This design comes from an exercise in tuning for small area, a short achievable clock period and few clock cycles per item on the open sky130 flow, not from production work. The RTL was checked by simulation tests, not by an equivalence proof against the original design.

==> flow/design.v <==
module md_ctrl (
   input  logic        Clk,
   input  logic        Reset,
   input  logic        Start,
   input  logic [2:0]  Op,
   input  logic [31:0] A,
   input  logic [31:0] B,
   input  logic        Flush,
   output logic        Busy,
   output logic [31:0] HI,
   output logic [31:0] LO
);
   logic        r_busy;     
   logic        r_busy_o;   
   logic        r_ph;       
   logic        r_fix;      
   logic        r_div;      
   logic        r_uns;      
   logic [2:0]  r_cnt;      
   logic        r_qn;       
   logic        r_rn;       
   logic        r_y15;      
   logic [31:0] r_a;        
   logic [31:0] r_b;        
   logic [31:0] r_p;        
   logic [31:0] r_hi;
   logic [31:0] r_lo;
   logic        w_a16, w_b16, w_swap, w_mshort;
   always_comb begin
      w_a16    = (r_a[31:15] == 17'd0) | (~r_uns & (r_a[31:15] == '1));
      w_b16    = (r_b[31:15] == 17'd0) | (~r_uns & (r_b[31:15] == '1));
      w_swap   = ~r_ph & ~w_b16 & w_a16;
      w_mshort = w_a16 | w_b16;
   end
   logic [16:0] w_z;
   logic [31:0] w_mc;
   logic        w_msg;
   logic [33:0] w_m;
   logic [47:0] w_rows [8];
   logic [7:0]  w_neg;
   logic [47:0] w_acc;
   logic [47:0] w_ext;
   logic [47:0] w_sum;
   always_comb begin
      if (r_ph)
         w_z = {r_b[31:16], r_y15};
      else if (w_swap)
         w_z = {r_a[15:0], 1'b0};
      else
         w_z = {r_b[15:0], 1'b0};
      w_mc  = w_swap ? r_b : r_a;
      w_msg = ~r_uns & w_mc[31];
      w_m   = {w_msg, w_msg, w_mc};
      for (int j = 0; j < 8; j++) begin
         logic z0, z1, z2, one, two;
         logic [33:0] sel;
         z0  = w_z[2*j];
         z1  = w_z[2*j+1];
         z2  = w_z[2*j+2];
         w_neg[j] = z2 & ~(z1 & z0);
         one = z1 ^ z0;
         two = (z2 & ~z1 & ~z0) | (~z2 & z1 & z0);
         sel = ({34{one}} & w_m) | ({34{two}} & {w_m[32:0], 1'b0});
         sel = sel ^ {34{w_neg[j]}};
         w_rows[j] = 48'({~sel[33], sel[32:0]}) << (2*j);
      end
      for (int j = 0; j < 7; j++)
         w_rows[j+1][2*j] = w_neg[j];
      w_acc = 48'({~(r_ph & r_p[31]), r_p[30:0] & {31{r_ph}}});
      w_ext = (r_ph & r_uns & r_b[31]) ? {r_a, 16'd0} : 48'd0;
      w_ext[14] = w_neg[7];
      w_sum = w_rows[0] + w_rows[1] + w_rows[2] + w_rows[3] +
              w_rows[4] + w_rows[5] + w_rows[6] + w_rows[7] +
              w_acc + w_ext + 48'h5555_8000_0000;
   end
   function automatic logic [5:0] bitlen(input logic [31:0] v);
      bitlen = 6'd0;
      for (int i = 0; i < 32; i++)
         if (v[i]) bitlen = 6'(i + 1);
   endfunction
   logic        w_an, w_bn;
   logic [31:0] w_ua, w_ub;
   logic [5:0]  w_la, w_lb;
   logic        w_bz;
   logic        w_short;    
   logic [5:0]  w_nq;       
   logic [2:0]  w_c;        
   logic [2:0]  w_sk;       
   logic [63:0] w_norm;
   always_comb begin
      w_an    = ~r_uns & r_a[31];
      w_bn    = ~r_uns & r_b[31];
      w_ua    = (r_fix ? r_qn : w_an) ? (32'd0 - r_a) : r_a;
      w_ub    = (r_fix ? r_rn : w_bn) ? (32'd0 - r_b) : r_b;
      w_la    = bitlen(w_ua);
      w_lb    = bitlen(w_ub);
      w_bz    = (r_b == 32'd0);
      w_short = (w_la < w_lb);
      w_nq    = w_la - w_lb + 6'd4;
      w_c     = w_nq[4:2];
      w_sk    = 3'd0 - w_nq[4:2];
      w_norm  = {32'd0, w_ua} << {w_sk, 2'b00};
   end
   function automatic logic [33:0] bksub(input logic [32:0] x,
                                         input logic [32:0] y);
      logic [32:0] p, g, pp, gg, c;
      p = x ^ ~y;
      g = x & ~y;
      gg = g;
      gg[0] = g[0] | p[0];    
      pp = p;
      for (int i = 1; i <= 6; i++)
         for (int j = (1 << i) - 1; j < 33; j += (1 << i)) begin
            gg[j] = gg[j] | (pp[j] & gg[j - (1 << (i-1))]);
            pp[j] = pp[j] & pp[j - (1 << (i-1))];
         end
      for (int i = 6; i > 0; i--)
         for (int j = (1 << i) + (1 << (i-1)) - 1; j < 33; j += (1 << i)) begin
            gg[j] = gg[j] | (pp[j] & gg[j - (1 << (i-1))]);
            pp[j] = pp[j] & pp[j - (1 << (i-1))];
         end
      c = {gg[31:0], 1'b1};
      bksub = {gg[32], p ^ c};
   endfunction
   logic [31:0] w_r [5];
   logic [31:0] w_q [5];
   always_comb begin
      w_r[0] = r_p;
      w_q[0] = r_a;
      for (int i = 0; i < 4; i++) begin
         logic [33:0] t;
         t = bksub({w_r[i], w_q[i][31]}, {1'b0, r_b});
         w_r[i+1] = t[33] ? t[31:0] : {w_r[i][30:0], w_q[i][31]};
         w_q[i+1] = {w_q[i][30:0], t[33]};
      end
   end
   logic w_done;
   logic w_issue;
   always_comb begin
      w_issue = Start & ~Flush & ~Op[2];
      if (Flush)
         w_done = 1'b1;
      else if (!r_div)
         w_done = r_ph | w_mshort;
      else if (r_fix)
         w_done = 1'b1;
      else if (!r_ph)
         w_done = w_bz | w_short;
      else
         w_done = (r_cnt == 3'd1) & ~r_qn & ~r_rn;
   end
   always_ff @(posedge Clk) begin
      if (!Reset) begin
         r_busy   <= 1'b0;
         r_busy_o <= 1'b0;
      end else begin
         r_busy   <= r_busy   ? ~w_done : w_issue;
         r_busy_o <= r_busy_o ? ~w_done : w_issue;
      end
   end
   always_ff @(posedge Clk) begin
      if (!Reset) begin
         r_hi <= 32'd0;
         r_lo <= 32'd0;
      end else if (!r_busy) begin
         if (Start && !Flush && Op == 3'd4) r_hi <= A;
         if (Start && !Flush && Op == 3'd5) r_lo <= A;
      end else if (!r_div) begin
         if (r_ph) begin
            r_hi <= w_sum[47:16];
            r_lo <= {w_sum[15:0], r_b[15:0]};
         end else if (w_mshort) begin
            r_hi <= {{16{w_sum[47]}}, w_sum[47:32]};
            r_lo <= w_sum[31:0];
         end
      end else if (r_fix) begin
         r_hi <= w_ub;
         r_lo <= w_ua;
      end else if (!r_ph) begin
         if (!w_bz && w_short) begin
            r_hi <= r_a;
            r_lo <= 32'd0;
         end
      end else if (r_cnt == 3'd1 && !r_qn && !r_rn) begin
         r_hi <= w_r[4];
         r_lo <= w_q[4];
      end
   end
   always_ff @(posedge Clk) begin
      if (!r_busy) begin
         r_ph  <= 1'b0;
         r_fix <= 1'b0;
         r_div <= Op[1];
         r_uns <= Op[0];
         r_a   <= A;
         r_b   <= B;
      end else begin
         r_ph <= 1'b1;
         if (!r_div) begin
            if (!r_ph) begin
               r_p        <= w_sum[47:16];
               r_b[15:0]  <= w_sum[15:0];
               r_y15      <= r_b[15];
            end
         end else if (!r_ph) begin
            r_qn  <= w_an ^ w_bn;
            r_rn  <= w_an;
            r_cnt <= w_c;
            r_p   <= w_norm[63:32];
            r_a   <= w_norm[31:0];
            r_b   <= w_ub;
         end else begin
            r_cnt <= r_cnt - 3'd1;
            r_p   <= w_r[4];
            r_a   <= w_q[4];
            if (r_cnt == 3'd1) begin
               r_fix <= 1'b1;
               r_b   <= w_r[4];
            end
         end
      end
   end
   assign Busy = r_busy_o;
   assign HI   = r_hi;
   assign LO   = r_lo;
endmodule
export LEC_CHECK = 0
export CAP_MARGIN = 20
export CORE_MARGIN = 2
export CORE_UTILIZATION = 55
export SLEW_MARGIN = 20
create_clock -name core_clock -period 80.0 [get_ports {Clk}]
standard.sh (not shown) runs the stock make flow with config.mk's settings and CLKGATE_MAP_FILE= SYNTH_SCRIPT=/design/flow/synth_recipe.tcl, a recipe that flattens the netlist after the stock synthesis.
==> flow/flow/run.sh <==
#!/bin/bash
# Standard layout, except that the port buffers are buf_2 cells rather than
# the default delay buffers, so the fixed input/output delays are not
# lengthened by the port buffers themselves.
set -euo pipefail
export BUFFER_PORTS_ARGS="-buffer_cell sky130_fd_sc_hd__buf_2"
bash standard.sh finish > standard_flow.log 2>&1
The first run finished with timing, DRC and antenna clean.
Testbench counts at the start, summed over its fixed seeds: cycles 13,576, items 4,800.
Edit:
CORE_UTILIZATION = 40   (was 55)
What happened: Hold slack gets worse by 0.0036 ns.

-- port drivers added, routing unchanged --
Ports are ideal in the flow. The routed layouts listed here were re-timed in OpenROAD. Step 1 sets driving cells, clkbuf_16 on the clock port and buf_2 on the other inputs (assumed; they add their load-dependent delay and slew). Step 2 adds t to the input delays and takes it off the output delays; t is the mean of the earliest and latest rising clock arrival at the registers after step 1. Input paths then give back, and output paths get back, about the clock's delay inside the block. a / b / c = ideal ports / drivers / drivers and shift; a / b = the first two.
run	t (ns)	slack for setup (ns)	hold slack, ns	worst register clock-pin slew, ns
the first run	0.544	62.659 / 62.700 / 62.155	0.505 / 0.505 / 0.505	0.10 / 0.10
the second run	0.532	62.622 / 62.581 / 62.128	0.501 / 0.501 / 0.501	0.09 / 0.09
After both steps every run listed still meets setup and hold. For the first run, which loses most, drivers alone change the setup slack by +0.041 ns; drivers and shift together by -0.504 ns.
